From an optimization exercise on the open Yosys and OpenROAD flow, aimed at small area and a short achievable clock period; shortcuts taken in it are not production practice. RTL that was checked went through simulation tests only; none was proved equivalent to the original. Function not checked in run 1: the RTL went through the layout flow alone. Power and IR drop assume default switching activity.

==> design.v <==
`timescale 1ns/1ns
`default_nettype none
package cpu_pkg;
	typedef logic [32-1:0]    word_t;
	typedef logic [32-1:0]    instr_t;
	typedef logic [5-1:0]  reg_idx_t;
	typedef logic [12-1:0]    pc_t;
	typedef logic [17-1:0]   imm_t;
	typedef logic [27-1:0] status_t;
	typedef logic [6-1:0] dmem_addr_t;
	typedef enum logic [4:0] {
		OP_ARITH = 5'd0,
		OP_J     = 5'd1,
		OP_BNE   = 5'd2,
		OP_JAL   = 5'd3,
		OP_JR    = 5'd4,
		OP_ADDI  = 5'd5,
		OP_BLT   = 5'd6,
		OP_SW    = 5'd7,
		OP_LW    = 5'd8,
		OP_SETX  = 5'd21
	} opcode_e;
	typedef enum logic [4:0] {
		ALU_ADD = 5'd0,
		ALU_SUB = 5'd1,
		ALU_AND = 5'd2,
		ALU_OR  = 5'd3,
		ALU_SLL = 5'd4,
		ALU_SRA = 5'd5
	} alu_op_e;
	typedef enum logic [1:0] {
		WB_ALU,
		WB_MEM,
		WB_LINK
	} wb_sel_e;
endpackage
`default_nettype wire
`timescale 1ns/1ns
`default_nettype none
module br_cmp (
	input  cpu_pkg::word_t i_a,
	input  cpu_pkg::word_t i_b,
	output logic           o_ne,
	output logic           o_lt
);
	logic [31:0] l0, e0;
	logic [15:0] l1, e1;
	logic [7:0]  l2, e2;
	logic [3:0]  l3, e3;
	logic [1:0]  l4, e4;
	logic        l5;
	rf_andn lt31_i (.a(i_b[31]), .b(i_a[31]), .y(l0[31]));
	rf_xnor2 eq31_i (.a(i_a[31]), .b(i_b[31]), .y(e0[31]));
	for (genvar i = 0; i < 31; i++) begin : g_bit
		rf_andn lt_i (.a(i_a[i]), .b(i_b[i]), .y(l0[i]));
		rf_xnor2 eq_i (.a(i_a[i]), .b(i_b[i]), .y(e0[i]));
	end
	for (genvar i = 0; i < 16; i++) begin : g_m1
		rf_ao21 l_i (.a(l0[2*i+1]), .b(e0[2*i+1]), .c(l0[2*i]), .y(l1[i]));
		rf_and2 e_i (.a(e0[2*i+1]), .b(e0[2*i]), .y(e1[i]));
	end
	for (genvar i = 0; i < 8; i++) begin : g_m2
		rf_ao21 l_i (.a(l1[2*i+1]), .b(e1[2*i+1]), .c(l1[2*i]), .y(l2[i]));
		rf_and2 e_i (.a(e1[2*i+1]), .b(e1[2*i]), .y(e2[i]));
	end
	for (genvar i = 0; i < 4; i++) begin : g_m3
		rf_ao21 l_i (.a(l2[2*i+1]), .b(e2[2*i+1]), .c(l2[2*i]), .y(l3[i]));
		rf_and2 e_i (.a(e2[2*i+1]), .b(e2[2*i]), .y(e3[i]));
	end
	for (genvar i = 0; i < 2; i++) begin : g_m4
		rf_ao21 l_i (.a(l3[2*i+1]), .b(e3[2*i+1]), .c(l3[2*i]), .y(l4[i]));
		rf_and2 e_i (.a(e3[2*i+1]), .b(e3[2*i]), .y(e4[i]));
	end
	rf_ao21 l5_i (.a(l4[1]), .b(e4[1]), .c(l4[0]), .y(l5));
	rf_nand2 ne_i (.a(e4[1]), .b(e4[0]), .y(o_ne));
	assign o_lt = l5;
endmodule
module alu (
	input  cpu_pkg::word_t i_a,
	input  cpu_pkg::word_t i_b,
	input  cpu_pkg::word_t i_imm,
	input  logic           i_is_r,
	input  logic           i_use_imm,
	input  logic           i_sub,
	input  logic [4:0]     i_funct,
	input  logic [4:0]     i_shamt,
	output cpu_pkg::word_t o_result,
	output logic           o_ovf
);
	cpu_pkg::word_t op_b;
	cpu_pkg::word_t op_bx;
	cpu_pkg::word_t sum;
	cpu_pkg::word_t sh_in;
	cpu_pkg::word_t sh_out;
	cpu_pkg::word_t sh_rev;
	logic           sh_left;
	logic           sh_fill;
	assign op_b  = i_use_imm ? i_imm : i_b;
	assign op_bx = op_b ^ {32{i_sub}};
	assign sum   = i_a + op_bx + {31'd0, i_sub};
	assign o_ovf = (i_a[32-1] == op_bx[32-1]) && (sum[32-1] != i_a[32-1]);
	assign sh_left = ~i_funct[0];
	assign sh_fill = i_funct[0] & i_a[32-1];
	always_comb begin
		for (int i = 0; i < 32; i++) sh_in[i] = sh_left ? i_a[32-1-i] : i_a[i];
	end
	assign sh_out = $signed({sh_fill, sh_in}) >>> i_shamt;
	always_comb begin
		for (int i = 0; i < 32; i++) sh_rev[i] = sh_out[32-1-i];
	end
	always_comb begin
		case (i_funct)
			5'd0, 5'd1: o_result = sum;
			5'd2:       o_result = i_a & i_b;
			5'd3:       o_result = i_a | i_b;
			5'd4:       o_result = sh_rev;
			5'd5:       o_result = sh_out;
			default:    o_result = '0;
		endcase
		if (!i_is_r) o_result = sum;
	end
endmodule
`default_nettype wire
`timescale 1ns/1ns
`default_nettype none
module instr_decoder (
	input  cpu_pkg::instr_t i_instr,
	output logic ctl_is_r,
	output logic ctl_is_addi,
	output logic ctl_is_sw,
	output logic ctl_is_lw,
	output logic ctl_is_j,
	output logic ctl_is_jal,
	output logic ctl_is_jr,
	output logic ctl_is_bne,
	output logic ctl_is_blt,
	output logic ctl_is_setx,
	output logic ctl_b_is_rt,
	output logic ctl_reg_we,
	output logic ctl_ovf_chk
);
	logic [4:0] op;
	logic [4:0] funct;
	assign op    = i_instr[31:27];
	assign funct = i_instr[6:2];
	assign ctl_is_r    = (op == 5'd0);
	assign ctl_is_j    = (op == 5'd1);
	assign ctl_is_bne  = (op == 5'd2);
	assign ctl_is_jal  = (op == 5'd3);
	assign ctl_is_jr   = (op == 5'd4);
	assign ctl_is_addi = (op == 5'd5);
	assign ctl_is_blt  = (op == 5'd6);
	assign ctl_is_sw   = (op == 5'd7);
	assign ctl_is_lw   = (op == 5'd8);
	assign ctl_is_setx = (op == 5'd21);
	rf_nor2 b_is_rt_i (.a(op[1]), .b(op[2]), .y(ctl_b_is_rt));
	assign ctl_reg_we  = ctl_is_r | ctl_is_addi | ctl_is_lw | ctl_is_jal;
	assign ctl_ovf_chk = ctl_is_addi | (ctl_is_r & (funct[4:1] == 4'd0));
endmodule
`default_nettype wire
`timescale 1ns/1ns
`default_nettype none
module rf_aoi22 (input logic a1, a2, b1, b2, output logic y);
	assign y = ~((a1 & a2) | (b1 & b2));
endmodule
module rf_aoi222 (input logic a1, a2, b1, b2, c1, c2, output logic y);
	assign y = ~((a1 & a2) | (b1 & b2) | (c1 & c2));
endmodule
module rf_nand4 (input logic a, b, c, d, output logic y);
	assign y = ~(a & b & c & d);
endmodule
module rf_nor2 (input logic a, b, output logic y);
	assign y = ~(a | b);
endmodule
module rf_nand2 (input logic a, b, output logic y);
	assign y = ~(a & b);
endmodule
module rf_and2 (input logic a, b, output logic y);
	assign y = a & b;
endmodule
module rf_xor2 (input logic a, b, output logic y);
	assign y = a ^ b;
endmodule
module rf_xnor2 (input logic a, b, output logic y);
	assign y = ~(a ^ b);
endmodule
module rf_andn (input logic a, b, output logic y);
	assign y = a & ~b;
endmodule
module rf_ao21 (input logic a, b, c, output logic y);
	assign y = a | (b & c);
endmodule
module rf_nand3 (input logic a, b, c, output logic y);
	assign y = ~(a & b & c);
endmodule
module rf_nor3 (input logic a, b, c, output logic y);
	assign y = ~(a | b | c);
endmodule
module rf_mux2 (input logic s, a, b, output logic y);
	assign y = s ? b : a;
endmodule
module rf_predec2 (input logic [1:0] i_a, output logic [3:0] o_n);
	always_comb begin
		for (int j = 0; j < 4; j++) o_n[j] = ~(i_a == j);
	end
endmodule
module rf_predec3 (input logic [2:0] i_a, output logic [7:0] o_n);
	always_comb begin
		for (int j = 0; j < 8; j++) o_n[j] = ~(i_a == j);
	end
endmodule
module rf_wb_hit (
	input  cpu_pkg::reg_idx_t i_idx,
	input  cpu_pkg::reg_idx_t i_wb_idx,
	input  logic              i_wb_v,
	input  logic              i_wb_load,
	output logic              o_hit_load,
	output logic              o_hit_val
);
	logic hit;
	assign hit        = i_wb_v && (i_idx == i_wb_idx);
	assign o_hit_load = hit && i_wb_load;
	assign o_hit_val  = hit && !i_wb_load;
endmodule
module rf_select (
	input  cpu_pkg::reg_idx_t i_idx,
	input  logic [31:1]       i_valid_n,
	input  cpu_pkg::reg_idx_t i_wb_idx,
	input  logic              i_wb_v,
	input  logic              i_wb_load,
	output logic [31:1]       o_sel,
	output logic              o_hit_load,
	output logic              o_hit_val
);
	logic [3:0] lo_n;
	logic [7:0] hi_n;
	rf_predec2 lo_i (.i_a(i_idx[1:0]), .o_n(lo_n));
	rf_predec3 hi_i (.i_a(i_idx[4:2]), .o_n(hi_n));
	for (genvar i = 1; i < 32; i++) begin : g_sel
		rf_nor3 u (.a(lo_n[i % 4]), .b(hi_n[i / 4]), .c(i_valid_n[i]), .y(o_sel[i]));
	end
	rf_wb_hit hit_i (
		.i_idx(i_idx), .i_wb_idx(i_wb_idx), .i_wb_v(i_wb_v), .i_wb_load(i_wb_load),
		.o_hit_load(o_hit_load), .o_hit_val(o_hit_val)
	);
endmodule
module rf_select2 (
	input  cpu_pkg::reg_idx_t i_idx0,
	input  cpu_pkg::reg_idx_t i_idx1,
	input  logic              i_pick_n,
	input  logic [31:1]       i_valid_n,
	input  cpu_pkg::reg_idx_t i_wb_idx,
	input  logic              i_wb_v,
	input  logic              i_wb_load,
	output logic [31:1]       o_sel,
	output logic              o_hit_load,
	output logic              o_hit_val
);
	logic [3:0] lo0_n, lo1_n, lo_n;
	logic [7:0] hi0_n, hi1_n, hi_n;
	logic       hl0, hl1, hv0, hv1;
	rf_predec2 lo0_i (.i_a(i_idx0[1:0]), .o_n(lo0_n));
	rf_predec3 hi0_i (.i_a(i_idx0[4:2]), .o_n(hi0_n));
	rf_predec2 lo1_i (.i_a(i_idx1[1:0]), .o_n(lo1_n));
	rf_predec3 hi1_i (.i_a(i_idx1[4:2]), .o_n(hi1_n));
	for (genvar j = 0; j < 4; j++) begin : g_lo
		rf_mux2 u (.s(i_pick_n), .a(lo1_n[j]), .b(lo0_n[j]), .y(lo_n[j]));
	end
	for (genvar j = 0; j < 8; j++) begin : g_hi
		rf_mux2 u (.s(i_pick_n), .a(hi1_n[j]), .b(hi0_n[j]), .y(hi_n[j]));
	end
	for (genvar i = 1; i < 32; i++) begin : g_sel
		rf_nor3 u (.a(lo_n[i % 4]), .b(hi_n[i / 4]), .c(i_valid_n[i]), .y(o_sel[i]));
	end
	rf_wb_hit hit0_i (
		.i_idx(i_idx0), .i_wb_idx(i_wb_idx), .i_wb_v(i_wb_v), .i_wb_load(i_wb_load),
		.o_hit_load(hl0), .o_hit_val(hv0)
	);
	rf_wb_hit hit1_i (
		.i_idx(i_idx1), .i_wb_idx(i_wb_idx), .i_wb_v(i_wb_v), .i_wb_load(i_wb_load),
		.o_hit_load(hl1), .o_hit_val(hv1)
	);
	rf_mux2 hl_i (.s(i_pick_n), .a(hl1), .b(hl0), .y(o_hit_load));
	rf_mux2 hv_i (.s(i_pick_n), .a(hv1), .b(hv0), .y(o_hit_val));
endmodule
module rf_read_bit (
	input  logic [31:1] i_sel,
	input  logic [31:1] i_d,
	input  logic        i_hit_load,
	input  logic        i_mem,
	input  logic        i_hit_val,
	input  logic        i_val,
	output logic        o_q,
	output logic        o_q2
);
	logic [15:0] l1;
	logic [3:0]  l2;
	logic [1:0]  l3;
	logic        wb_n;
	for (genvar g = 0; g < 15; g++) begin : g_l1
		rf_aoi22 u (.a1(i_sel[2*g+1]), .a2(i_d[2*g+1]), .b1(i_sel[2*g+2]), .b2(i_d[2*g+2]), .y(l1[g]));
	end
	rf_nand2 l1_last (.a(i_sel[31]), .b(i_d[31]), .y(l1[15]));
	for (genvar g = 0; g < 4; g++) begin : g_l2
		rf_nand4 u (.a(l1[4*g]), .b(l1[4*g+1]), .c(l1[4*g+2]), .d(l1[4*g+3]), .y(l2[g]));
	end
	for (genvar g = 0; g < 2; g++) begin : g_l3
		rf_nor2 u (.a(l2[2*g]), .b(l2[2*g+1]), .y(l3[g]));
	end
	rf_aoi22 wb (.a1(i_hit_load), .a2(i_mem), .b1(i_hit_val), .b2(i_val), .y(wb_n));
	rf_nand3 l4 (.a(l3[0]), .b(l3[1]), .c(wb_n), .y(o_q));
	rf_nand3 l4b (.a(l3[0]), .b(l3[1]), .c(wb_n), .y(o_q2));
endmodule
module rf_read (
	input  logic [31:1]          i_sel,
	input  logic [31:1][31:0]    i_regs,
	input  logic                 i_hit_load,
	input  cpu_pkg::word_t       i_mem,
	input  logic                 i_hit_val,
	input  cpu_pkg::word_t       i_val,
	output cpu_pkg::word_t       o_data,
	output cpu_pkg::word_t       o_data2
);
	for (genvar b = 0; b < 32; b++) begin : g_bit
		logic [31:1] d;
		always_comb begin
			for (int i = 1; i < 32; i++) d[i] = i_regs[i][b];
		end
		rf_read_bit u (
			.i_sel(i_sel), .i_d(d), .i_hit_load(i_hit_load), .i_mem(i_mem[b]),
			.i_hit_val(i_hit_val), .i_val(i_val[b]), .o_q(o_data[b]), .o_q2(o_data2[b])
		);
	end
endmodule
module reg_file (
	input  logic              i_clk,
	input  logic              i_rst_n,
	input  cpu_pkg::reg_idx_t i_ra_idx,
	input  cpu_pkg::reg_idx_t i_rb_idx0,
	input  cpu_pkg::reg_idx_t i_rb_idx1,
	input  logic              i_rb_pick_n,
	input  cpu_pkg::reg_idx_t i_wr_idx,
	input  logic              i_we,
	input  logic              i_load,
	input  cpu_pkg::word_t    i_wdata,
	input  cpu_pkg::word_t    i_mem_rdata,
	output cpu_pkg::dmem_addr_t o_load_addr,
	output cpu_pkg::word_t    o_rdata_a,
	output cpu_pkg::word_t    o_rdata_a2,
	output cpu_pkg::word_t    o_rdata_b,
	output cpu_pkg::word_t    o_rdata_b2
);
	localparam int N = 2**5;
	logic [N-1:1][31:0] regs;
	logic [N-1:1]   valid_q;
	logic [N-1:1]   wsel;
	logic [N-1:1]   rvalid_n;
	logic [N-1:1]   rsel_a;
	logic [N-1:1]   rsel_b;
	logic           hit_load_a, hit_val_a, hit_load_b, hit_val_b;
	logic              wb_v_q;
	logic              wb_load_q;
	cpu_pkg::reg_idx_t wb_idx_q;
	cpu_pkg::word_t    wb_val_q;
	cpu_pkg::word_t    wb_data;
	always_ff @(posedge i_clk or negedge i_rst_n) begin
		if (!i_rst_n) begin
			wb_v_q <= 1'b0;
		end else begin
			wb_v_q <= i_we && (i_wr_idx != '0);
		end
	end
	always_ff @(posedge i_clk) begin
		wb_load_q <= i_load;
		wb_idx_q  <= i_wr_idx;
		wb_val_q  <= i_wdata;
	end
	assign o_load_addr = wb_val_q[6-1:0];
	assign wb_data     = wb_load_q ? i_mem_rdata : wb_val_q;
	always_comb begin
		for (int i = 1; i < N; i++) begin
			wsel[i]     = wb_v_q && (wb_idx_q == i);
			rvalid_n[i] = !(valid_q[i] && !wsel[i]);
		end
	end
	always_ff @(posedge i_clk or negedge i_rst_n) begin
		if (!i_rst_n) begin
			valid_q <= '0;
		end else begin
			valid_q <= valid_q | wsel;
		end
	end
	for (genvar i = 1; i < N; i++) begin : g_reg
		always_ff @(posedge i_clk) begin
			if (wsel[i]) regs[i] <= wb_data;
		end
	end
	rf_select sel_a_i (
		.i_idx(i_ra_idx), .i_valid_n(rvalid_n), .i_wb_idx(wb_idx_q), .i_wb_v(wb_v_q),
		.i_wb_load(wb_load_q), .o_sel(rsel_a), .o_hit_load(hit_load_a), .o_hit_val(hit_val_a)
	);
	rf_select2 sel_b_i (
		.i_idx0(i_rb_idx0), .i_idx1(i_rb_idx1), .i_pick_n(i_rb_pick_n),
		.i_valid_n(rvalid_n), .i_wb_idx(wb_idx_q), .i_wb_v(wb_v_q),
		.i_wb_load(wb_load_q), .o_sel(rsel_b), .o_hit_load(hit_load_b), .o_hit_val(hit_val_b)
	);
	rf_read read_a_i (
		.i_sel(rsel_a), .i_regs(regs), .i_hit_load(hit_load_a), .i_mem(i_mem_rdata),
		.i_hit_val(hit_val_a), .i_val(wb_val_q), .o_data(o_rdata_a), .o_data2(o_rdata_a2)
	);
	rf_read read_b_i (
		.i_sel(rsel_b), .i_regs(regs), .i_hit_load(hit_load_b), .i_mem(i_mem_rdata),
		.i_hit_val(hit_val_b), .i_val(wb_val_q), .o_data(o_rdata_b), .o_data2(o_rdata_b2)
	);
endmodule
`default_nettype wire
`timescale 1ns/1ns
`default_nettype none
module pc_unit (
	input  logic           i_clk,
	input  logic           i_rst_n,
	input  cpu_pkg::instr_t i_instr,
	input  logic           i_is_j,
	input  logic           i_is_jr,
	input  logic           i_is_bne,
	input  logic           i_is_blt,
	input  logic           i_ne,
	input  logic           i_lt,
	input  cpu_pkg::word_t i_jr_addr,
	output cpu_pkg::pc_t   o_pc,
	output cpu_pkg::pc_t   o_pc_plus_one
);
	cpu_pkg::pc_t pc_q;
	cpu_pkg::pc_t pc_next;
	cpu_pkg::pc_t pc_branch;
	logic         taken;
	assign o_pc_plus_one = pc_q + 1'b1;
	assign pc_branch     = o_pc_plus_one + i_instr[12-1:0];
	assign taken = (i_is_bne && i_ne) || (i_is_blt && i_lt);
	always_comb begin
		if (i_is_jr) begin
			pc_next = i_jr_addr[12-1:0];
		end else if (i_is_j) begin
			pc_next = i_instr[12-1:0];
		end else if (taken) begin
			pc_next = pc_branch;
		end else begin
			pc_next = o_pc_plus_one;
		end
	end
	always_ff @(posedge i_clk or negedge i_rst_n) begin
		if (!i_rst_n) begin
			pc_q <= '0;
		end else begin
			pc_q <= pc_next;
		end
	end
	assign o_pc = pc_q;
endmodule
`default_nettype wire
`timescale 1ns/1ns
`default_nettype none
module dm_select (
	input  cpu_pkg::dmem_addr_t i_base,
	input  cpu_pkg::dmem_addr_t i_offset,
	output logic [2**6-1:0] o_sel
);
	always_comb begin
		for (int k = 0; k < 2**6; k++) begin
			logic m;
			logic c;
			m = 1'b1;
			for (int i = 0; i < 6; i++) begin
				if (i == 0) c = 1'b0;
				else c = (i_base[i-1] == i_offset[i-1]) ? i_base[i-1] : ~k[i-1];
				m = m & ((i_base[i] ^ i_offset[i] ^ c) == k[i]);
			end
			o_sel[k] = m;
		end
	end
endmodule
module dm_read_bit (
	input  logic [63:0] i_sel,
	input  logic [63:0] i_d,
	output logic        o_q
);
	logic [21:0] l1;
	logic [5:0]  l2;
	logic [1:0]  l3;
	for (genvar g = 0; g < 21; g++) begin : g_l1
		rf_aoi222 u (
			.a1(i_sel[3*g]), .a2(i_d[3*g]), .b1(i_sel[3*g+1]), .b2(i_d[3*g+1]),
			.c1(i_sel[3*g+2]), .c2(i_d[3*g+2]), .y(l1[g])
		);
	end
	rf_nand2 l1_last (.a(i_sel[63]), .b(i_d[63]), .y(l1[21]));
	for (genvar g = 0; g < 5; g++) begin : g_l2
		rf_nand4 u (.a(l1[4*g]), .b(l1[4*g+1]), .c(l1[4*g+2]), .d(l1[4*g+3]), .y(l2[g]));
	end
	rf_nand2 l2_last (.a(l1[20]), .b(l1[21]), .y(l2[5]));
	for (genvar g = 0; g < 2; g++) begin : g_l3
		rf_nor3 u (.a(l2[3*g]), .b(l2[3*g+1]), .c(l2[3*g+2]), .y(l3[g]));
	end
	rf_nand2 l4 (.a(l3[0]), .b(l3[1]), .y(o_q));
endmodule
module dm_read (
	input  logic [2**6-1:0]       i_sel,
	input  logic [2**6-1:0][31:0] i_mem,
	output cpu_pkg::word_t               o_data
);
	for (genvar b = 0; b < 32; b++) begin : g_bit
		logic [63:0] d;
		always_comb begin
			for (int i = 0; i < 64; i++) d[i] = i_mem[i][b];
		end
		dm_read_bit u (.i_sel(i_sel), .i_d(d), .o_q(o_data[b]));
	end
endmodule
module dm_decode (
	input  cpu_pkg::dmem_addr_t    i_addr,
	output logic [2**6-1:0] o_sel
);
	logic [7:0] lo_n;
	logic [7:0] hi_n;
	rf_predec3 lo_i (.i_a(i_addr[2:0]), .o_n(lo_n));
	rf_predec3 hi_i (.i_a(i_addr[5:3]), .o_n(hi_n));
	for (genvar k = 0; k < 2**6; k++) begin : g_sel
		rf_nor2 u (.a(lo_n[k % 8]), .b(hi_n[k / 8]), .y(o_sel[k]));
	end
endmodule
module data_mem (
	input  logic                i_clk,
	input  logic                i_we,
	input  cpu_pkg::dmem_addr_t i_base,
	input  cpu_pkg::dmem_addr_t i_offset,
	input  cpu_pkg::word_t      i_wdata,
	input  cpu_pkg::dmem_addr_t i_raddr,
	output cpu_pkg::word_t      o_rdata
);
	localparam int N = 2**6;
	logic [N-1:0][31:0] mem;
	logic [N-1:0]       sel;
	logic [N-1:0]       rsel;
	dm_select select_i (.i_base(i_base), .i_offset(i_offset), .o_sel(sel));
	for (genvar i = 0; i < N; i++) begin : g_word
		always_ff @(posedge i_clk) begin
			if (i_we && sel[i]) mem[i] <= i_wdata;
		end
	end
	dm_decode decode_i (.i_addr(i_raddr), .o_sel(rsel));
	dm_read read_i (.i_sel(rsel), .i_mem(mem), .o_data(o_rdata));
endmodule
`default_nettype wire
`timescale 1ns/1ns
`default_nettype none
module addr_add (
	input  cpu_pkg::dmem_addr_t i_a,
	input  cpu_pkg::dmem_addr_t i_b,
	output cpu_pkg::dmem_addr_t o_sum
);
	logic [5:0] g, p;
	logic [5:1] c;
	logic       g32, p32;
	for (genvar i = 0; i < 6; i++) begin : g_pg
		rf_and2 g_i (.a(i_a[i]), .b(i_b[i]), .y(g[i]));
		rf_xor2 p_i (.a(i_a[i]), .b(i_b[i]), .y(p[i]));
	end
	assign c[1] = g[0];
	rf_ao21 c2_i  (.a(g[1]), .b(p[1]), .c(g[0]), .y(c[2]));
	rf_ao21 g32_i (.a(g[3]), .b(p[3]), .c(g[2]), .y(g32));
	rf_and2 p32_i (.a(p[3]), .b(p[2]), .y(p32));
	rf_ao21 c3_i  (.a(g[2]), .b(p[2]), .c(c[2]), .y(c[3]));
	rf_ao21 c4_i  (.a(g32), .b(p32), .c(c[2]), .y(c[4]));
	rf_ao21 c5_i  (.a(g[4]), .b(p[4]), .c(c[4]), .y(c[5]));
	assign o_sum[0] = p[0];
	for (genvar i = 1; i < 6; i++) begin : g_sum
		rf_xor2 s_i (.a(p[i]), .b(c[i]), .y(o_sum[i]));
	end
endmodule
module cpu_top (
	input  logic                i_clk,
	input  logic                i_rst_n,
	input  cpu_pkg::instr_t     i_instr,
	output cpu_pkg::pc_t        o_pc,
	output logic                o_dmem_we,
	output cpu_pkg::dmem_addr_t o_dmem_addr,
	output cpu_pkg::word_t      o_dmem_wdata,
	output cpu_pkg::status_t    o_status
);
	logic is_r, is_addi, is_sw, is_lw, is_j, is_jal, is_jr, is_bne, is_blt, is_setx;
	logic b_is_rt, reg_we, ovf_chk;
	cpu_pkg::reg_idx_t rd;
	cpu_pkg::reg_idx_t rs;
	cpu_pkg::reg_idx_t rt;
	cpu_pkg::word_t    imm;
	cpu_pkg::word_t rdata_a;
	cpu_pkg::word_t rdata_a2;
	cpu_pkg::word_t rdata_b2;
	cpu_pkg::word_t rdata_b;
	cpu_pkg::word_t alu_result;
	cpu_pkg::word_t mem_rdata;
	cpu_pkg::word_t wb_data;
	cpu_pkg::pc_t   pc_plus_one;
	cpu_pkg::dmem_addr_t mem_addr;
	cpu_pkg::dmem_addr_t load_addr;
	cpu_pkg::status_t status_q;
	logic alu_ovf, alu_ne, alu_lt;
	assign rd  = i_instr[26:22];
	assign rs  = i_instr[21:17];
	assign rt  = i_instr[16:12];
	assign imm = {{(32-17){i_instr[17-1]}}, i_instr[17-1:0]};
	instr_decoder decoder_i (
		.i_instr     (i_instr),
		.ctl_is_r    (is_r),
		.ctl_is_addi (is_addi),
		.ctl_is_sw   (is_sw),
		.ctl_is_lw   (is_lw),
		.ctl_is_j    (is_j),
		.ctl_is_jal  (is_jal),
		.ctl_is_jr   (is_jr),
		.ctl_is_bne  (is_bne),
		.ctl_is_blt  (is_blt),
		.ctl_is_setx (is_setx),
		.ctl_b_is_rt (b_is_rt),
		.ctl_reg_we  (reg_we),
		.ctl_ovf_chk (ovf_chk)
	);
	reg_file reg_file_i (
		.i_clk     (i_clk),
		.i_rst_n   (i_rst_n),
		.i_ra_idx  (rs),
		.i_rb_idx0 (rt),
		.i_rb_idx1 (rd),
		.i_rb_pick_n (b_is_rt),
		.i_wr_idx  (is_jal ? 5'd31 : rd),
		.i_we      (reg_we),
		.i_load    (is_lw),
		.i_wdata   (wb_data),
		.i_mem_rdata (mem_rdata),
		.o_load_addr (load_addr),
		.o_rdata_a (rdata_a),
		.o_rdata_a2 (rdata_a2),
		.o_rdata_b (rdata_b),
		.o_rdata_b2 (rdata_b2)
	);
	alu alu_i (
		.i_a      (rdata_a),
		.i_b      (rdata_b),
		.i_imm    (imm),
		.i_is_r   (is_r),
		.i_use_imm (i_instr[27] | i_instr[30]),
		.i_sub    (is_r & (i_instr[6:2] == 5'd1)),
		.i_funct  (i_instr[6:2]),
		.i_shamt  (i_instr[11:7]),
		.o_result (alu_result),
		.o_ovf    (alu_ovf)
	);
	br_cmp br_cmp_i (.i_a(rdata_a), .i_b(rdata_b), .o_ne(alu_ne), .o_lt(alu_lt));
	addr_add addr_add_i (.i_a(rdata_a2[6-1:0]), .i_b(imm[6-1:0]), .o_sum(mem_addr));
	data_mem data_mem_i (
		.i_clk   (i_clk),
		.i_we    (is_sw & i_rst_n),
		.i_base  (rdata_a[6-1:0]),
		.i_offset (imm[6-1:0]),
		.i_wdata (rdata_b),
		.i_raddr (load_addr),
		.o_rdata (mem_rdata)
	);
	assign wb_data = is_jal ? {{(32-12){1'b0}}, pc_plus_one} : alu_result;
	pc_unit pc_unit_i (
		.i_clk         (i_clk),
		.i_rst_n       (i_rst_n),
		.i_instr       (i_instr),
		.i_is_j        (is_j | is_jal),
		.i_is_jr       (is_jr),
		.i_is_bne      (is_bne),
		.i_is_blt      (is_blt),
		.i_ne          (alu_ne),
		.i_lt          (alu_lt),
		.i_jr_addr     (rdata_b),
		.o_pc          (o_pc),
		.o_pc_plus_one (pc_plus_one)
	);
	always_ff @(posedge i_clk or negedge i_rst_n) begin
		if (!i_rst_n) begin
			status_q <= '0;
		end else if (is_setx) begin
			status_q <= i_instr[27-1:0];
		end else if (ovf_chk) begin
			status_q <= {{(27-1){1'b0}}, alu_ovf};
		end
	end
	assign o_status     = status_q;
	assign o_dmem_addr  = mem_addr;
	assign o_dmem_wdata = rdata_b2;
	assign o_dmem_we    = is_sw & i_rst_n;
endmodule
`default_nettype wire
==> flow/run.sh <==
#!/bin/bash
# The standard layout with these changes: synthesis sees a strong driver
# and a light load on each module port, so it leaves cells at their smallest
# size; resizing may change a cell's footprint; port buffers are buf_4; timing
# repair aims at a larger setup margin; the clock tree uses clkbuf_8 without
# dummy loads.
set -euo pipefail
bash standard.sh \
  ABC_LOAD_IN_FF=1 \
  ABC_DRIVER_CELL=sky130_fd_sc_hd__buf_4 \
  MATCH_CELL_FOOTPRINT=0 \
  SETUP_SLACK_MARGIN=8 \
  TNS_END_PERCENT=20 \
  BUFFER_PORTS_ARGS="-buffer_cell sky130_fd_sc_hd__buf_4" \
  CTS_ARGS="-sink_clustering_enable -repair_clock_nets -dont_use_dummy_load -buf_list sky130_fd_sc_hd__clkbuf_8 -sink_clustering_size 16 -sink_clustering_max_diameter 70" \
  finish > make.log 2>&1
==> standard.sh <==
#!/bin/bash
# synth_recipe.tcl (not shown) runs the flow's synth.tcl, then flattens the netlist and writes it again
# the make line also repeats each setting of config.mk as NAME=value (left out here)
make -C /OpenROAD-flow-scripts/flow DESIGN_CONFIG=/design/flow/config.mk WORK_HOME=/design/flow/orfs CLKGATE_MAP_FILE= SYNTH_SCRIPT=/design/flow/synth_recipe.tcl "${@:-finish}"
==> config.mk <==
export PLATFORM = sky130hd
export DESIGN_NAME = cpu_top
export DESIGN_NICKNAME = cpu_top
export VERILOG_FILES = /design/flow/design.v
export SDC_FILE = /design/flow/constraint.sdc
export NUM_CORES = 8
export LEC_CHECK = 0
export CAP_MARGIN = 20
export CORE_MARGIN = 2
export CORE_UTILIZATION = 60
export PLACE_DENSITY = 0.7
export SETUP_SLACK_MARGIN = 5
export SLEW_MARGIN = 20
export SYNTH_HIERARCHICAL = 1
export SYNTH_MEMORY_MAX_BITS = 16384
export SYNTH_MINIMUM_KEEP_SIZE = 0
==> constraint.sdc <==
create_clock -name core_clock -period 16.0 [get_ports {i_clk}]
set_input_delay 3.2000 -clock core_clock [delete_from_list [all_inputs] [get_ports {i_clk}]]
set_output_delay 3.2000 -clock core_clock [all_outputs]
set_load 0.01 [all_outputs]
==> reports/metrics.yaml, run 1 <==
outcome:
  outcome: "complete, no violations"
synthesis:
  synth.cell_area_mm2: 0.126
  yosys_warnings: 16
  syn_inst: 7566
  synth.avg_cell_area_um2: 16.7
  syn-num-nets: 7658
timing:
  tns_ns: 0
  period_needed_ns: 9.28
  drv_slew: 0
  fmax_mhz: 108
  clock_skew_ns: 0.157
  max_slew_margin_pct: 21.1
  worst_hold_slack_ns: 0.475
  worstMarginPinSlew_ns: 1.18
  finalHoldViolCount: 0
  setup_viol: 0
  rsz0062_at_grt: "yes"
  fin_crit_sh_pct: 58.0
floorplan:
  die_width_um: 463
  initial_core_util_pct: 60.3
  coreArea_mm2: 0.209
  die_h_um: 463
  row_count: 168
  io_pins: 112
  die-area_mm2: 0.214
routing:
  totalWireLength_mm: 460
  vias: 87600
  wl_per_cell_um: 41.3
  vias_per_cell: 7.87
  drc_errors: 0
  drt_iter0_markers: 18800
  ant_nets: 0
  firstDrtPassIters: 10
placement:
  dp.final_hpwl_mm: 258
  io_buffers: 111
  gpl.final_weighted_congestion: 1.04
  dp.cells: 10600
global_route:
  grt_max_degree: 70
  grt_use_met2_pct: 61.1
  met1_usage_pct: 54.3
  antenna_found_initial: 25
  top_usage_layer: "met2"
  grt_usage_pct: 41.8
  use_met3_pct: 12.8
  grt_pass1_wl_mm: 629
  grt_pass1_vias: 81100
  overflow: 0
clocking:
  clock-sinks: 3149
  cts_buffer_depth: 3
  numCtsBuffers: 222
  cts.reportedPaths.clkPinSlew_ns: 0.07
  ctsHoldBuffers: 0
  clk_latency_ns: 1.11
  cts_tree: "yes"
  ctsHtreeMaxLevel: 4
  root_buffer: "clkbuf_8"
power:
  power.switching_w: 0.00475
  ir_drop_uv: 104
  p_per_area_mw_per_mm2: 113
  p_int_w: 0.0114
  swShare_pct: 29.5
  clockPowerShare_pct: 22.7
  p_comb_share_pct: 18.2
  seqPwrFrac_pct: 59.0
  cellLeakagePower_nw: 45.9
layout:
  syn2layout_area_growth_pct: 12.6
  layout.nets: 8407
  instances_no_fill: 11100
  drive_above_1_share_pct: 17.9
  fillers: 13900
  post-route-util_pct: 67.9
min_path:
  whs_path_depth: 1
  hold_path_class: "reg -> reg"
worst_setup_path:
  path_class: "in -> out"
  critPathLaunchType: "input port"
  worstPathRequired_ns: 12.80
  crit_path_max_fanout: 8
  arrival_ns: 6.08
  endpoint_kind: "output port"
  reg2regPathDepth: 23
flow_run:
  cap_violations: 0
power by group through the flow:
stage	logic (W)	registers (W)	clock network [W]
after floorplan	0.00122	0.00966	0
after global placement	0.00256	0.00969	0
after detailed placement	0.00260	0.00969	0
after CTS	0.00271	0.00950	0.00364
after global routing	0.00294	0.00952	0.00392
final	0.00294	0.00952	0.00366
metal layers:
metal | routed length, um | vias up
met4 | 40800 | 6
met3 | 69000 | 1625
li1 | - | 34400
met1 | 151000 | 43700
met2 | 199000 | 7924
met5 | 46 | -
through the flow:
| step | worst slack [ns] | total power (W) | instance area [um^2] |
|---|---|---|---|
| after floorplan | 6.94 | 0.0109 | 127000 |
| after global placement | 5.76 | 0.0122 | 134000 |
| after detailed placement | 5.73 | 0.0123 | 134000 |
| after CTS | 6.88 | 0.0159 | 141000 |
| after global routing | 6.69 | 0.0164 | 142000 |
| final | 6.72 | 0.0161 | 142000 |
worst paths after layout:
| path | slack (ns) | end | startpoint |
|---|---|---|---|
| min | 0.48 | reg_file_i.valid_q[23]$_DFF_PN0_ | reg_file_i.valid_q[23]$_DFF_PN0_ |
| max | 6.72 | o_dmem_addr[5] | i_instr[20] |
| min reg2reg | 0.48 | reg_file_i.valid_q[23]$_DFF_PN0_ | reg_file_i.valid_q[23]$_DFF_PN0_ |
| max in group asynchronous | 12.79 | reg_file_i.valid_q[12]$_DFF_PN0_ | i_rst_n |
| max reg2reg | 7.76 | status_q[0]$_DFFE_PN0P_ | reg_file_i.wb_val_q[2]$_DFF_P_ |
| min in group asynchronous | 2.04 | pc_unit_i.pc_q[0]$_DFF_PN0_ | i_rst_n |
cells in the final DEF (no fill, tap or decap), types with 78 or more instances in the layout:
| cell | n |
|---|---|
| a222oi_1 | 676 |
| a22oi_1 | 995 |
| buf_4 | 438 |
| clkbuf_8 | 222 |
| edfxtp_1 | 3040 |
| mux2i_1 | 89 |
| nand2_1 | 279 |
| nand3_1 | 78 |
| nand4_1 | 436 |
| nor2_1 | 197 |
| nor2_4 | 134 |
| o21ai_0 | 98 |
| xnor2_1 | 90 |
critical path, stage by stage:
cell and delay (ns):
clkbuf_16 0.16, nand3b_1 0.13, buf_4 0.17, nor3_4 0.07, buf_12 0.19, a22oi_1 0.20
nand4_1 0.44, nor2_4 0.51, nand3_1 0.16, xor2_1 0.42, xor2_1 0.23, buf_4 0.16
sequential cells by signal, summed over array words and instances, names as in the netlist:
register / flops
reg_file_i.regs: 992
data_mem_i.mem: 2048
reg_file_i.wb_val_q: 32
pc_unit_i.pc_q: 12
reg_file_i.wb_load_q: 1
reg_file_i.valid_q: 31
status_q: 27
reg_file_i.wb_v_q: 1
reg_file_i.wb_idx_q: 5
what timing repair did:
item,in CTS,in global routing
gates resized for setup,486,83
pin swaps,142,70
setup endpoints to repair,733,69
setup buffers,158,53
gates cloned,33,4
area by class of cell:
class / instances / area [um^2] / share of cell area, %
Timing Repair Buffer: 629 / 6700 / 4.71
Inverter: 40 / 150 / 0.106
Sequential cell: 3149 / 93800 / 66.0
Tap cell: 2805 / 3510 / 2.47
Multi-Input combinational cell: 4273 / 34900 / 24.5
Antenna cell: 17 / 42.5 / 0.0299
Clock buffer: 222 / 3060 / 2.15
==> run 2: changes to the inputs <==
--- a/design.v
+++ b/design.v
@@ -37,44 +37,6 @@
 `default_nettype wire
 `timescale 1ns/1ns
 `default_nettype none
-module br_cmp (
-	input  cpu_pkg::word_t i_a,
-	input  cpu_pkg::word_t i_b,
-	output logic           o_ne,
-	output logic           o_lt
-);
-	logic [31:0] l0, e0;
-	logic [15:0] l1, e1;
-	logic [7:0]  l2, e2;
-	logic [3:0]  l3, e3;
-	logic [1:0]  l4, e4;
-	logic        l5;
-	rf_andn lt31_i (.a(i_b[31]), .b(i_a[31]), .y(l0[31]));
-	rf_xnor2 eq31_i (.a(i_a[31]), .b(i_b[31]), .y(e0[31]));
-	for (genvar i = 0; i < 31; i++) begin : g_bit
-		rf_andn lt_i (.a(i_a[i]), .b(i_b[i]), .y(l0[i]));
-		rf_xnor2 eq_i (.a(i_a[i]), .b(i_b[i]), .y(e0[i]));
-	end
-	for (genvar i = 0; i < 16; i++) begin : g_m1
-		rf_ao21 l_i (.a(l0[2*i+1]), .b(e0[2*i+1]), .c(l0[2*i]), .y(l1[i]));
-		rf_and2 e_i (.a(e0[2*i+1]), .b(e0[2*i]), .y(e1[i]));
-	end
-	for (genvar i = 0; i < 8; i++) begin : g_m2
-		rf_ao21 l_i (.a(l1[2*i+1]), .b(e1[2*i+1]), .c(l1[2*i]), .y(l2[i]));
-		rf_and2 e_i (.a(e1[2*i+1]), .b(e1[2*i]), .y(e2[i]));
-	end
-	for (genvar i = 0; i < 4; i++) begin : g_m3
-		rf_ao21 l_i (.a(l2[2*i+1]), .b(e2[2*i+1]), .c(l2[2*i]), .y(l3[i]));
-		rf_and2 e_i (.a(e2[2*i+1]), .b(e2[2*i]), .y(e3[i]));
-	end
-	for (genvar i = 0; i < 2; i++) begin : g_m4
-		rf_ao21 l_i (.a(l3[2*i+1]), .b(e3[2*i+1]), .c(l3[2*i]), .y(l4[i]));
-		rf_and2 e_i (.a(e3[2*i+1]), .b(e3[2*i]), .y(e4[i]));
-	end
-	rf_ao21 l5_i (.a(l4[1]), .b(e4[1]), .c(l4[0]), .y(l5));
-	rf_nand2 ne_i (.a(e4[1]), .b(e4[0]), .y(o_ne));
-	assign o_lt = l5;
-endmodule
 module alu (
 	input  cpu_pkg::word_t i_a,
 	input  cpu_pkg::word_t i_b,
@@ -85,10 +47,13 @@
 	input  logic [4:0]     i_funct,
 	input  logic [4:0]     i_shamt,
 	output cpu_pkg::word_t o_result,
-	output logic           o_ovf
+	output logic           o_ovf,
+	output logic           o_ne,
+	output logic           o_lt
 );
 	cpu_pkg::word_t op_b;
 	cpu_pkg::word_t op_bx;
+	cpu_pkg::word_t prop;
 	cpu_pkg::word_t sum;
 	cpu_pkg::word_t sh_in;
 	cpu_pkg::word_t sh_out;
@@ -97,8 +62,11 @@
 	logic           sh_fill;
 	assign op_b  = i_use_imm ? i_imm : i_b;
 	assign op_bx = op_b ^ {32{i_sub}};
+	assign prop  = i_a ^ op_bx;
 	assign sum   = i_a + op_bx + {31'd0, i_sub};
 	assign o_ovf = (i_a[32-1] == op_bx[32-1]) && (sum[32-1] != i_a[32-1]);
+	assign o_ne = ~&prop;
+	assign o_lt = ~(sum[32-1] ^ o_ovf) & o_ne;
 	assign sh_left = ~i_funct[0];
 	assign sh_fill = i_funct[0] & i_a[32-1];
 	always_comb begin
@@ -135,7 +103,7 @@
 	output logic ctl_is_bne,
 	output logic ctl_is_blt,
 	output logic ctl_is_setx,
-	output logic ctl_b_is_rt,
+	output logic ctl_b_is_rd,
 	output logic ctl_reg_we,
 	output logic ctl_ovf_chk
 );
@@ -153,7 +121,7 @@
 	assign ctl_is_sw   = (op == 5'd7);
 	assign ctl_is_lw   = (op == 5'd8);
 	assign ctl_is_setx = (op == 5'd21);
-	rf_nor2 b_is_rt_i (.a(op[1]), .b(op[2]), .y(ctl_b_is_rt));
+	assign ctl_b_is_rd = op[1] | op[2];
 	assign ctl_reg_we  = ctl_is_r | ctl_is_addi | ctl_is_lw | ctl_is_jal;
 	assign ctl_ovf_chk = ctl_is_addi | (ctl_is_r & (funct[4:1] == 4'd0));
 endmodule
@@ -163,9 +131,6 @@
 module rf_aoi22 (input logic a1, a2, b1, b2, output logic y);
 	assign y = ~((a1 & a2) | (b1 & b2));
 endmodule
-module rf_aoi222 (input logic a1, a2, b1, b2, c1, c2, output logic y);
-	assign y = ~((a1 & a2) | (b1 & b2) | (c1 & c2));
-endmodule
 module rf_nand4 (input logic a, b, c, d, output logic y);
 	assign y = ~(a & b & c & d);
 endmodule
@@ -181,12 +146,6 @@
 module rf_xor2 (input logic a, b, output logic y);
 	assign y = a ^ b;
 endmodule
-module rf_xnor2 (input logic a, b, output logic y);
-	assign y = ~(a ^ b);
-endmodule
-module rf_andn (input logic a, b, output logic y);
-	assign y = a & ~b;
-endmodule
 module rf_ao21 (input logic a, b, c, output logic y);
 	assign y = a | (b & c);
 endmodule
@@ -247,7 +206,7 @@
 module rf_select2 (
 	input  cpu_pkg::reg_idx_t i_idx0,
 	input  cpu_pkg::reg_idx_t i_idx1,
-	input  logic              i_pick_n,
+	input  logic              i_pick,
 	input  logic [31:1]       i_valid_n,
 	input  cpu_pkg::reg_idx_t i_wb_idx,
 	input  logic              i_wb_v,
@@ -264,10 +223,10 @@
 	rf_predec2 lo1_i (.i_a(i_idx1[1:0]), .o_n(lo1_n));
 	rf_predec3 hi1_i (.i_a(i_idx1[4:2]), .o_n(hi1_n));
 	for (genvar j = 0; j < 4; j++) begin : g_lo
-		rf_mux2 u (.s(i_pick_n), .a(lo1_n[j]), .b(lo0_n[j]), .y(lo_n[j]));
+		rf_mux2 u (.s(i_pick), .a(lo0_n[j]), .b(lo1_n[j]), .y(lo_n[j]));
 	end
 	for (genvar j = 0; j < 8; j++) begin : g_hi
-		rf_mux2 u (.s(i_pick_n), .a(hi1_n[j]), .b(hi0_n[j]), .y(hi_n[j]));
+		rf_mux2 u (.s(i_pick), .a(hi0_n[j]), .b(hi1_n[j]), .y(hi_n[j]));
 	end
 	for (genvar i = 1; i < 32; i++) begin : g_sel
 		rf_nor3 u (.a(lo_n[i % 4]), .b(hi_n[i / 4]), .c(i_valid_n[i]), .y(o_sel[i]));
@@ -280,8 +239,8 @@
 		.i_idx(i_idx1), .i_wb_idx(i_wb_idx), .i_wb_v(i_wb_v), .i_wb_load(i_wb_load),
 		.o_hit_load(hl1), .o_hit_val(hv1)
 	);
-	rf_mux2 hl_i (.s(i_pick_n), .a(hl1), .b(hl0), .y(o_hit_load));
-	rf_mux2 hv_i (.s(i_pick_n), .a(hv1), .b(hv0), .y(o_hit_val));
+	rf_mux2 hl_i (.s(i_pick), .a(hl0), .b(hl1), .y(o_hit_load));
+	rf_mux2 hv_i (.s(i_pick), .a(hv0), .b(hv1), .y(o_hit_val));
 endmodule
 module rf_read_bit (
 	input  logic [31:1] i_sel,
@@ -290,8 +249,7 @@
 	input  logic        i_mem,
 	input  logic        i_hit_val,
 	input  logic        i_val,
-	output logic        o_q,
-	output logic        o_q2
+	output logic        o_q
 );
 	logic [15:0] l1;
 	logic [3:0]  l2;
@@ -309,7 +267,6 @@
 	end
 	rf_aoi22 wb (.a1(i_hit_load), .a2(i_mem), .b1(i_hit_val), .b2(i_val), .y(wb_n));
 	rf_nand3 l4 (.a(l3[0]), .b(l3[1]), .c(wb_n), .y(o_q));
-	rf_nand3 l4b (.a(l3[0]), .b(l3[1]), .c(wb_n), .y(o_q2));
 endmodule
 module rf_read (
 	input  logic [31:1]          i_sel,
@@ -318,8 +275,7 @@
 	input  cpu_pkg::word_t       i_mem,
 	input  logic                 i_hit_val,
 	input  cpu_pkg::word_t       i_val,
-	output cpu_pkg::word_t       o_data,
-	output cpu_pkg::word_t       o_data2
+	output cpu_pkg::word_t       o_data
 );
 	for (genvar b = 0; b < 32; b++) begin : g_bit
 		logic [31:1] d;
@@ -328,7 +284,7 @@
 		end
 		rf_read_bit u (
 			.i_sel(i_sel), .i_d(d), .i_hit_load(i_hit_load), .i_mem(i_mem[b]),
-			.i_hit_val(i_hit_val), .i_val(i_val[b]), .o_q(o_data[b]), .o_q2(o_data2[b])
+			.i_hit_val(i_hit_val), .i_val(i_val[b]), .o_q(o_data[b])
 		);
 	end
 endmodule
@@ -338,7 +294,7 @@
 	input  cpu_pkg::reg_idx_t i_ra_idx,
 	input  cpu_pkg::reg_idx_t i_rb_idx0,
 	input  cpu_pkg::reg_idx_t i_rb_idx1,
-	input  logic              i_rb_pick_n,
+	input  logic              i_rb_pick,
 	input  cpu_pkg::reg_idx_t i_wr_idx,
 	input  logic              i_we,
 	input  logic              i_load,
@@ -346,9 +302,7 @@
 	input  cpu_pkg::word_t    i_mem_rdata,
 	output cpu_pkg::dmem_addr_t o_load_addr,
 	output cpu_pkg::word_t    o_rdata_a,
-	output cpu_pkg::word_t    o_rdata_a2,
-	output cpu_pkg::word_t    o_rdata_b,
-	output cpu_pkg::word_t    o_rdata_b2
+	output cpu_pkg::word_t    o_rdata_b
 );
 	localparam int N = 2**5;
 	logic [N-1:1][31:0] regs;
@@ -400,17 +354,17 @@
 		.i_wb_load(wb_load_q), .o_sel(rsel_a), .o_hit_load(hit_load_a), .o_hit_val(hit_val_a)
 	);
 	rf_select2 sel_b_i (
-		.i_idx0(i_rb_idx0), .i_idx1(i_rb_idx1), .i_pick_n(i_rb_pick_n),
+		.i_idx0(i_rb_idx0), .i_idx1(i_rb_idx1), .i_pick(i_rb_pick),
 		.i_valid_n(rvalid_n), .i_wb_idx(wb_idx_q), .i_wb_v(wb_v_q),
 		.i_wb_load(wb_load_q), .o_sel(rsel_b), .o_hit_load(hit_load_b), .o_hit_val(hit_val_b)
 	);
 	rf_read read_a_i (
 		.i_sel(rsel_a), .i_regs(regs), .i_hit_load(hit_load_a), .i_mem(i_mem_rdata),
-		.i_hit_val(hit_val_a), .i_val(wb_val_q), .o_data(o_rdata_a), .o_data2(o_rdata_a2)
+		.i_hit_val(hit_val_a), .i_val(wb_val_q), .o_data(o_rdata_a)
 	);
 	rf_read read_b_i (
 		.i_sel(rsel_b), .i_regs(regs), .i_hit_load(hit_load_b), .i_mem(i_mem_rdata),
-		.i_hit_val(hit_val_b), .i_val(wb_val_q), .o_data(o_rdata_b), .o_data2(o_rdata_b2)
+		.i_hit_val(hit_val_b), .i_val(wb_val_q), .o_data(o_rdata_b)
 	);
 endmodule
 `default_nettype wire
@@ -484,24 +438,19 @@
 	input  logic [63:0] i_d,
 	output logic        o_q
 );
-	logic [21:0] l1;
-	logic [5:0]  l2;
-	logic [1:0]  l3;
-	for (genvar g = 0; g < 21; g++) begin : g_l1
-		rf_aoi222 u (
-			.a1(i_sel[3*g]), .a2(i_d[3*g]), .b1(i_sel[3*g+1]), .b2(i_d[3*g+1]),
-			.c1(i_sel[3*g+2]), .c2(i_d[3*g+2]), .y(l1[g])
-		);
+	logic [31:0] l1;
+	logic [7:0]  l2;
+	logic [3:0]  l3;
+	for (genvar g = 0; g < 32; g++) begin : g_l1
+		rf_aoi22 u (.a1(i_sel[2*g]), .a2(i_d[2*g]), .b1(i_sel[2*g+1]), .b2(i_d[2*g+1]), .y(l1[g]));
 	end
-	rf_nand2 l1_last (.a(i_sel[63]), .b(i_d[63]), .y(l1[21]));
-	for (genvar g = 0; g < 5; g++) begin : g_l2
+	for (genvar g = 0; g < 8; g++) begin : g_l2
 		rf_nand4 u (.a(l1[4*g]), .b(l1[4*g+1]), .c(l1[4*g+2]), .d(l1[4*g+3]), .y(l2[g]));
 	end
-	rf_nand2 l2_last (.a(l1[20]), .b(l1[21]), .y(l2[5]));
-	for (genvar g = 0; g < 2; g++) begin : g_l3
-		rf_nor3 u (.a(l2[3*g]), .b(l2[3*g+1]), .c(l2[3*g+2]), .y(l3[g]));
+	for (genvar g = 0; g < 4; g++) begin : g_l3
+		rf_nor2 u (.a(l2[2*g]), .b(l2[2*g+1]), .y(l3[g]));
 	end
-	rf_nand2 l4 (.a(l3[0]), .b(l3[1]), .y(o_q));
+	rf_nand4 l4 (.a(l3[0]), .b(l3[1]), .c(l3[2]), .d(l3[3]), .y(o_q));
 endmodule
 module dm_read (
 	input  logic [2**6-1:0]       i_sel,
@@ -588,14 +537,12 @@
 	output cpu_pkg::status_t    o_status
 );
 	logic is_r, is_addi, is_sw, is_lw, is_j, is_jal, is_jr, is_bne, is_blt, is_setx;
-	logic b_is_rt, reg_we, ovf_chk;
+	logic b_is_rd, reg_we, ovf_chk;
 	cpu_pkg::reg_idx_t rd;
 	cpu_pkg::reg_idx_t rs;
 	cpu_pkg::reg_idx_t rt;
 	cpu_pkg::word_t    imm;
 	cpu_pkg::word_t rdata_a;
-	cpu_pkg::word_t rdata_a2;
-	cpu_pkg::word_t rdata_b2;
 	cpu_pkg::word_t rdata_b;
 	cpu_pkg::word_t alu_result;
 	cpu_pkg::word_t mem_rdata;
@@ -621,7 +568,7 @@
 		.ctl_is_bne  (is_bne),
 		.ctl_is_blt  (is_blt),
 		.ctl_is_setx (is_setx),
-		.ctl_b_is_rt (b_is_rt),
+		.ctl_b_is_rd (b_is_rd),
 		.ctl_reg_we  (reg_we),
 		.ctl_ovf_chk (ovf_chk)
 	);
@@ -631,7 +578,7 @@
 		.i_ra_idx  (rs),
 		.i_rb_idx0 (rt),
 		.i_rb_idx1 (rd),
-		.i_rb_pick_n (b_is_rt),
+		.i_rb_pick (b_is_rd),
 		.i_wr_idx  (is_jal ? 5'd31 : rd),
 		.i_we      (reg_we),
 		.i_load    (is_lw),
@@ -639,9 +586,7 @@
 		.i_mem_rdata (mem_rdata),
 		.o_load_addr (load_addr),
 		.o_rdata_a (rdata_a),
-		.o_rdata_a2 (rdata_a2),
-		.o_rdata_b (rdata_b),
-		.o_rdata_b2 (rdata_b2)
+		.o_rdata_b (rdata_b)
 	);
 	alu alu_i (
 		.i_a      (rdata_a),
@@ -649,14 +594,15 @@
 		.i_imm    (imm),
 		.i_is_r   (is_r),
 		.i_use_imm (i_instr[27] | i_instr[30]),
-		.i_sub    (is_r & (i_instr[6:2] == 5'd1)),
+		.i_sub    ((i_instr[28] & ~i_instr[27]) | (is_r & (i_instr[6:2] == 5'd1))),
 		.i_funct  (i_instr[6:2]),
 		.i_shamt  (i_instr[11:7]),
 		.o_result (alu_result),
-		.o_ovf    (alu_ovf)
+		.o_ovf    (alu_ovf),
+		.o_ne     (alu_ne),
+		.o_lt     (alu_lt)
 	);
-	br_cmp br_cmp_i (.i_a(rdata_a), .i_b(rdata_b), .o_ne(alu_ne), .o_lt(alu_lt));
-	addr_add addr_add_i (.i_a(rdata_a2[6-1:0]), .i_b(imm[6-1:0]), .o_sum(mem_addr));
+	addr_add addr_add_i (.i_a(rdata_a[6-1:0]), .i_b(imm[6-1:0]), .o_sum(mem_addr));
 	data_mem data_mem_i (
 		.i_clk   (i_clk),
 		.i_we    (is_sw & i_rst_n),
@@ -692,7 +638,7 @@
 	end
 	assign o_status     = status_q;
 	assign o_dmem_addr  = mem_addr;
-	assign o_dmem_wdata = rdata_b2;
+	assign o_dmem_wdata = rdata_b;
 	assign o_dmem_we    = is_sw & i_rst_n;
 endmodule
 `default_nettype wire
--- a/config.mk
+++ b/config.mk
@@ -7,8 +7,8 @@
 export LEC_CHECK = 0
 export CAP_MARGIN = 20
 export CORE_MARGIN = 2
-export CORE_UTILIZATION = 60
-export PLACE_DENSITY = 0.7
+export CORE_UTILIZATION = 65
+export PLACE_DENSITY = 0.75
 export SETUP_SLACK_MARGIN = 5
 export SLEW_MARGIN = 20
 export SYNTH_HIERARCHICAL = 1
==> reports/metrics.yaml, run 2 <==
outcome:
  outcome: "complete, no violations"  # unchanged
placement:
  dp.final_hpwl_mm: 257  # was 258 mm
  io_buffers: 111  # unchanged
  gpl.final_weighted_congestion: 0.996  # was 1.04
synthesis:
  syn_inst: 7860  # was 7,566
  yosys_warnings: 16  # unchanged
  synth.cell_area_mm2: 0.127  # was 0.126 mm^2
  syn-num-nets: 7953  # was 7,658
  synth.avg_cell_area_um2: 16.1  # was 16.7 um^2
timing:
  rsz0062_at_grt: "yes"  # unchanged
  period_needed_ns: 9.43  # was 9.28 ns
  drv_slew: 0  # unchanged
  setup_viol: 0  # unchanged
  max_slew_margin_pct: 17.3  # was 21.1%
  tns_ns: 0  # unchanged
  fmax_mhz: 106  # was 108 MHz
  fin_crit_sh_pct: 59.0  # was 58.0%
  clock_skew_ns: 0.152  # was 0.157 ns
  worstMarginPinSlew_ns: 1.24  # was 1.18 ns
  finalHoldViolCount: 0  # unchanged
worst_setup_path:
  endpoint_kind: "output port"  # unchanged
  crit_path_max_fanout: 32  # was 8
  arrival_ns: 6.23  # was 6.08 ns
  critPathLaunchType: "register"  # was input port
  worstPathRequired_ns: 12.80  # about the same
  path_class: "reg -> out"  # was in -> out
global_route:
  grt_pass1_wl_mm: 656  # was 629 mm
  overflow: 0  # unchanged
  grt_pass1_vias: 83500  # was 81,100
  grt_usage_pct: 48.2  # was 41.8%
  antenna_found_initial: 40  # was 25
  grt_max_degree: 68  # was 70
clocking:
  cts_buffer_depth: 3  # unchanged
  clock-sinks: 3149  # unchanged
  root_buffer: "clkbuf_8"  # unchanged
  ctsHtreeMaxLevel: 4  # unchanged
  clk_latency_ns: 1.09  # was 1.11 ns
  ctsHoldBuffers: 0  # unchanged
  numCtsBuffers: 219  # was 222
  cts_tree: "yes"  # unchanged
  cts.reportedPaths.clkPinSlew_ns: 0.11  # was 0.07 ns
min_path:
  hold_path_class: "reg -> reg"  # unchanged
layout:
  fillers: 11700  # was 13,900
  top_regs: "data_mem_i.mem (2048), reg_file_i.regs (992), reg_file_i.wb_val_q (32)"  # unchanged
  layout_commonest_cell: "edfxtp_1"  # unchanged
  layout.nets: 8800  # was 8,407
  multi_input_area_mm2: 0.0348  # was 0.0349 mm^2
  final_cell_mix: "edfxtp_1 (3,040), a22oi_1 (1,995), nand4_1 (564)"  # was edfxtp_1 (3,040), a22oi_1 (995), a222oi_1 (676)
  largest_reg_flops: 2048  # unchanged
  regArea_mm2: 0.0938  # about the same
  drive_above_1_share_pct: 17.9  # about the same
  regMostFlops: "data_mem_i.mem"  # unchanged
  syn2layout_area_growth_pct: 13.1  # was 12.6%
flow_run:
  cap_violations: 0  # unchanged
power:
  p_per_area_mw_per_mm2: 113  # about the same
  swShare_pct: 30.1  # was 29.5%
  total_power_w: 0.0162  # was 0.0161 W
  p_comb_share_pct: 18.8  # was 18.2%
  ir_drop_uv: 97.1  # was 104 uV
  p_int_w: 0.0113  # was 0.0114 W
  seqPwrFrac_pct: 58.7  # was 59.0%
  power.switching_w: 0.00488  # was 0.00475 W
  clockPowerShare_pct: 22.5  # was 22.7%
  cellLeakagePower_nw: 45.8  # was 45.9 nW
floorplan:
  coreArea_mm2: 0.193  # was 0.209 mm^2
  initial_core_util_pct: 65.6  # was 60.3%
  die_width_um: 445  # was 463 um
  die_h_um: 445  # was 463 um
  row_count: 161  # was 168
  die-area_mm2: 0.198  # was 0.214 mm^2
  io_pins: 112  # unchanged
routing:
  drc_errors: 0  # unchanged
  totalWireLength_mm: 488  # was 460 mm
  ant_nets: 0  # unchanged
  firstDrtPassIters: 12  # was 10
  wl_per_cell_um: 43.3  # was 41.3 um
  vias: 91500  # was 87,600
  drt_iter0_markers: 19400  # was 18,800
  vias_per_cell: 8.12  # was 7.87
[run 2: path summary, 6_finish.rpt]
| kind | startpoint | slack (ns) | depth (start not counted) | end |
|---|---|---|---|---|
| max | reg_file_i.wb_val_q[0]$_DFF_P_ | 6.57 | 12 | o_dmem_wdata[19] |
| min | reg_file_i.valid_q[16]$_DFF_PN0_ | 0.48 | 1 | reg_file_i.valid_q[16]$_DFF_PN0_ |
| max reg2reg | reg_file_i.wb_idx_q[1]$_DFF_P_ | 7.09 | 22 | pc_unit_i.pc_q[11]$_DFF_PN0_ |
| min reg2reg | reg_file_i.valid_q[16]$_DFF_PN0_ | 0.48 | 1 | reg_file_i.valid_q[16]$_DFF_PN0_ |
| max in group asynchronous | i_rst_n | 12.77 | 2 | status_q[4]$_DFFE_PN0P_ |
| min in group asynchronous | i_rst_n | 2.10 | 1 | status_q[1]$_DFFE_PN0P_ |
[run 2: critical path: stages (launching register included)]
cell and delay (ns):
dfxtp_2 0.66, nand3b_1 0.27, buf_4 0.32, nor2_4 0.04, buf_4 0.30, a22oi_1 0.26
nand4_1 0.28, nor2_1 0.90, nand4_1 0.54, a22oi_2 0.87, nand3_4 0.32, buf_16 0.25
buf_6 0.12
[run 2: routing by layer]
layer | up-vias | part of all wire, % | track usage, %
met2 | 9409 | 41 | 65.0
met4 | 28 | 7.5 | 26.7
met3 | 1898 | 20 | 24.9
met1 | 45200 | 32 | 63.0
met5 | - | 0.12 | 0.879
li1 | 34900 | - | -
[run 2: layout make-up]
type                       count  share of cell area (%)
timing repair buffer         719                    5.58
multi-input combinational   4577                    24.4
tap                         2526                    2.21
inverter                      41                   0.108
clock buffer                 219                    2.11
antenna                       29                  0.0507
sequential                  3149                    65.6
[run 2: timing repair]
| item | in CTS | in global routing |
|---|---|---|
| buffers inserted | 243 | 58 |
| resized for setup | 575 | 60 |
| pin swaps | 183 | 80 |
| endpoints found under the hold margin | 0 | 0 |
| gates cloned | 68 | 10 |
| endpoints found under the setup margin | 1518 | 67 |
[run 2: power groups by stage]
stage          registers (W)  clock network (W)  logic, W
2_1_floorplan        0.00966                  0   0.00119
3_3_place_gp         0.00970                  0   0.00247
3_5_place_dp         0.00970                  0   0.00252
4_1_cts              0.00951            0.00359   0.00275
5_1_grt              0.00953            0.00386   0.00299
6_report             0.00953            0.00364   0.00305
[run 2: per-stage QoR]
step	cells	setup WS (ns)	hold WS [ns]	instance area (um^2)	util [%]
CTS	11200	6.88	0.478	142000	73.6
global route	11200	6.70	0.509	143000	74.1
floorplan	7860	6.81	0.436	128000	-
global placement	10600	5.40	0.455	133000	69.2
detailed placement	10600	5.30	0.455	133000	69.2
finish	11300	6.57	0.479	143000	74.1
==> run 3: changes to the inputs <==
--- a/config.mk
+++ b/config.mk
@@ -7,8 +7,8 @@
 export LEC_CHECK = 0
 export CAP_MARGIN = 20
 export CORE_MARGIN = 2
-export CORE_UTILIZATION = 65
-export PLACE_DENSITY = 0.75
+export CORE_UTILIZATION = 60
+export PLACE_DENSITY = 0.7
 export SETUP_SLACK_MARGIN = 5
 export SLEW_MARGIN = 20
 export SYNTH_HIERARCHICAL = 1
==> reports/metrics.yaml, run 3 <==
synthesis:
  syn-num-nets: 7953  # unchanged
  syn_inst: 7860  # unchanged
  yosys_warnings: 16  # unchanged
  synth.avg_cell_area_um2: 16.1  # unchanged
  synth.cell_area_mm2: 0.127  # unchanged
clocking:
  cts.reportedPaths.clkPinSlew_ns: 0.08  # was 0.11 ns
  numCtsBuffers: 221  # was 219
  clock-sinks: 3149  # unchanged
  clk_latency_ns: 1.12  # was 1.09 ns
  ctsHtreeMaxLevel: 4  # unchanged
  root_buffer: "clkbuf_8"  # unchanged
  cts_tree: "yes"  # unchanged
worst_setup_path:
  endpoint_kind: "output port"  # unchanged
  cp_cell_sequence: "buf_12 > or2_4 > mux2_4 > buf_12 > nor3_4 > buf_12 > a22oi_2 > nand4_1 > nor2_4 > nand3_4 > buf_12 > buf_6"  # was nand3b_1 > buf_4 > nor2_4 > buf_4 > a22oi_1 > nand4_1 > nor2_1 > nand4_1 > a22oi_2 > nand3_4 > buf_16 > buf_6
  worstSetupPathDepth: 12  # unchanged
  cp.buffers_inverters: 5  # was 4
  path_class: "in -> out"  # was reg -> out
  critPathLaunchType: "input port"  # was register
  cp_top_family: "simple AND/OR/NAND/NOR gates"  # unchanged
  cp_slowest_cell: "nand4_1"  # was nor2_1
  cpMostUsedCell: "buf_12"
  arrival_ns: 6.09  # was 6.23 ns
floorplan:
  initial_core_util_pct: 60.4  # was 65.6%
  row_count: 168  # was 161
  coreArea_mm2: 0.210  # was 0.193 mm^2
  die_width_um: 463  # was 445 um
  die-area_mm2: 0.215  # was 0.198 mm^2
  io_pins: 112  # unchanged
  die_h_um: 463  # was 445 um
global_route:
  grt_pass1_wl_mm: 639  # was 656 mm
  grt_pass1_vias: 81400  # was 83,500
  antenna_found_initial: 35  # was 40
  grt_max_degree: 66  # was 68
  overflow: 0  # unchanged
  grt_usage_pct: 42.8  # was 48.2%
min_path:
  whs_path_depth: 1  # unchanged
  hold_path_class: "reg -> reg"  # unchanged
timing:
  fin_crit_sh_pct: 58.1  # was 59.0%
  tns_ns: 0  # unchanged
  rsz0062_at_grt: "yes"  # unchanged
  finalHoldViolCount: 0  # unchanged
  setup_viol: 0  # unchanged
  clock_skew_ns: 0.174  # was 0.152 ns
  period_needed_ns: 9.29  # was 9.43 ns
  max_slew_margin_pct: 23.2  # was 17.3%
  fmax_mhz: 108  # was 106 MHz
  final.setup.worst_slack_ns: 6.71  # was 6.57 ns
placement:
  dpl_worst_slack_ns: 5.50  # was 5.30 ns
  gpl.final_weighted_congestion: 1.01  # was 0.996
  dp.final_hpwl_mm: 256  # was 257 mm
  io_buffers: 111  # unchanged
routing:
  ant_nets: 0  # unchanged
  firstDrtPassIters: 13  # was 12
  drt_iter0_markers: 17500  # was 19,400
  drc_errors: 0  # unchanged
  vias: 88700  # was 91,500
  wl_per_cell_um: 41.2  # was 43.3 um
  vias_per_cell: 7.75  # was 8.12
flow_run:
  cap_violations: 0  # unchanged
layout:
  top_regs: "data_mem_i.mem (2048), reg_file_i.regs (992), reg_file_i.wb_val_q (32)"  # unchanged
  final_cell_mix: "edfxtp_1 (3,040), a22oi_1 (2,009), nand4_1 (564)"  # was edfxtp_1 (3,040), a22oi_1 (1,995), nand4_1 (564)
  layout_commonest_cell: "edfxtp_1"  # unchanged
  regMostFlops: "data_mem_i.mem"  # unchanged
  post-route-util_pct: 67.6  # was 74.1%
  syn2layout_area_growth_pct: 12.0  # was 13.1%
  largest_reg_flops: 2048  # unchanged
  layout.nets: 8693  # was 8,800
  instances_no_fill: 11400  # was 11,300
power:
  p_per_area_mw_per_mm2: 114  # was 113 mW/mm^2
  ir_drop_uv: 122  # was 97.1 uV
outcome:
  outcome: "complete, no violations"  # unchanged
-- run 3: cell types whose count changed in the layout (fill, tap and decap cells not counted), sizes merged --
cell | previous run | this run
diode | 29 | 33
clkbuf | 276 | 259
a22o | 29 | 30
buf | 662 | 575
nand3 | 120 | 116
-- run 3: power by group --
group / leakage, nW / switching [W] / internal [W] / total, W
clock: 1.59 / 0.00243 / 0.00123 / 0.00366
combinational: 14.2 / 0.00226 / 0.000666 / 0.00293
sequential: 29.2 / 0.0000931 / 0.00942 / 0.00952
-- run 3: per-layer routing --
layer	up-vias	share of wire [%]	track usage [%]
met2	7991	41	58.5
met1	44400	34	57.5
met5	-	0.22	1.56
met4	38	6.4	21.8
met3	1466	18	19.7
li1	34700	-	-
-- run 3: per-stage QoR --
| step | total power [W] | hold slack [ns] | cell area (um^2) |
|---|---|---|---|
| floorplan | 0.0108 | 0.436 | 128000 |
| global placement | 0.0122 | 0.453 | 134000 |
| detailed placement | 0.0122 | 0.455 | 134000 |
| CTS | 0.0158 | 0.476 | 141000 |
| global route | 0.0163 | 0.483 | 142000 |
| finish | 0.0161 | 0.480 | 142000 |
-- run 3: path summary, 6_finish.rpt --
path | end | slack (ns) | start
min reg2reg | reg_file_i.valid_q[14]$_DFF_PN0_ | 0.48 | reg_file_i.valid_q[14]$_DFF_PN0_
min | reg_file_i.valid_q[14]$_DFF_PN0_ | 0.48 | reg_file_i.valid_q[14]$_DFF_PN0_
max reg2reg | pc_unit_i.pc_q[11]$_DFF_PN0_ | 7.40 | reg_file_i.wb_val_q[2]$_DFF_P_
max | o_dmem_wdata[25] | 6.71 | i_instr[29]
min in group asynchronous | pc_unit_i.pc_q[10]$_DFF_PN0_ | 2.00 | i_rst_n
max in group asynchronous | status_q[22]$_DFFE_PN0P_ | 12.89 | i_rst_n
-- run 3: timing repair --
| item | in CTS | in global routing |
|---|---|---|
| setup buffers | 185 | 35 |
| hold buffers | 0 | 0 |
| resized for setup | 433 | 97 |
| gates cloned | 50 | 2 |
| endpoints found under the setup margin | 66 | 67 |
| pin swaps | 118 | 56 |
-- run 3: area by class of cell --
class | count | area (um^2)
Fill cell | 14100 | 67800
Clock buffer | 221 | 3040
Inverter | 41 | 154
Multi-Input combinational cell | 4574 | 34600
Antenna cell | 33 | 82.6
Tap cell | 2805 | 3510
Sequential cell | 3149 | 93800
Timing Repair Buffer | 613 | 6500
-- run 3: worst reg2reg max path, stage by stage, from the launching register on --
cell       delay, ns
dfxtp_2         0.62
nand3b_1        0.36
buf_4           0.27
nor2_4          0.04
buf_4           0.28
a22oi_1         0.26
nand4_1         0.31
nor2_2          0.54
nand4_1         0.51
a22oi_2         0.97
nand3_4         0.35
buf_4           0.40
mux2i_1         0.22
xnor2_1         0.09
ha_1            0.36
o21ai_0         0.16
a211oi_1        0.27
o21ai_1         0.16
a2111oi_4       0.40
o21ai_1         0.14
o21ai_2         0.33
o21ai_2         0.11
a21boi_2        0.26
a22oi_2         0.20
buf_4           0.21
o41ai_2         0.39
o211ai_2        0.10
nor3b_1         0.16

Re-timed with assumed drivers on the ports (clkbuf_16 on the clock, buf_2 on other inputs), run 3 has 6.662 ns of setup slack against 6.709 ns with ideal ports, and 6.150 ns once port delays also move by the mid clock arrival of 1.130 ns.
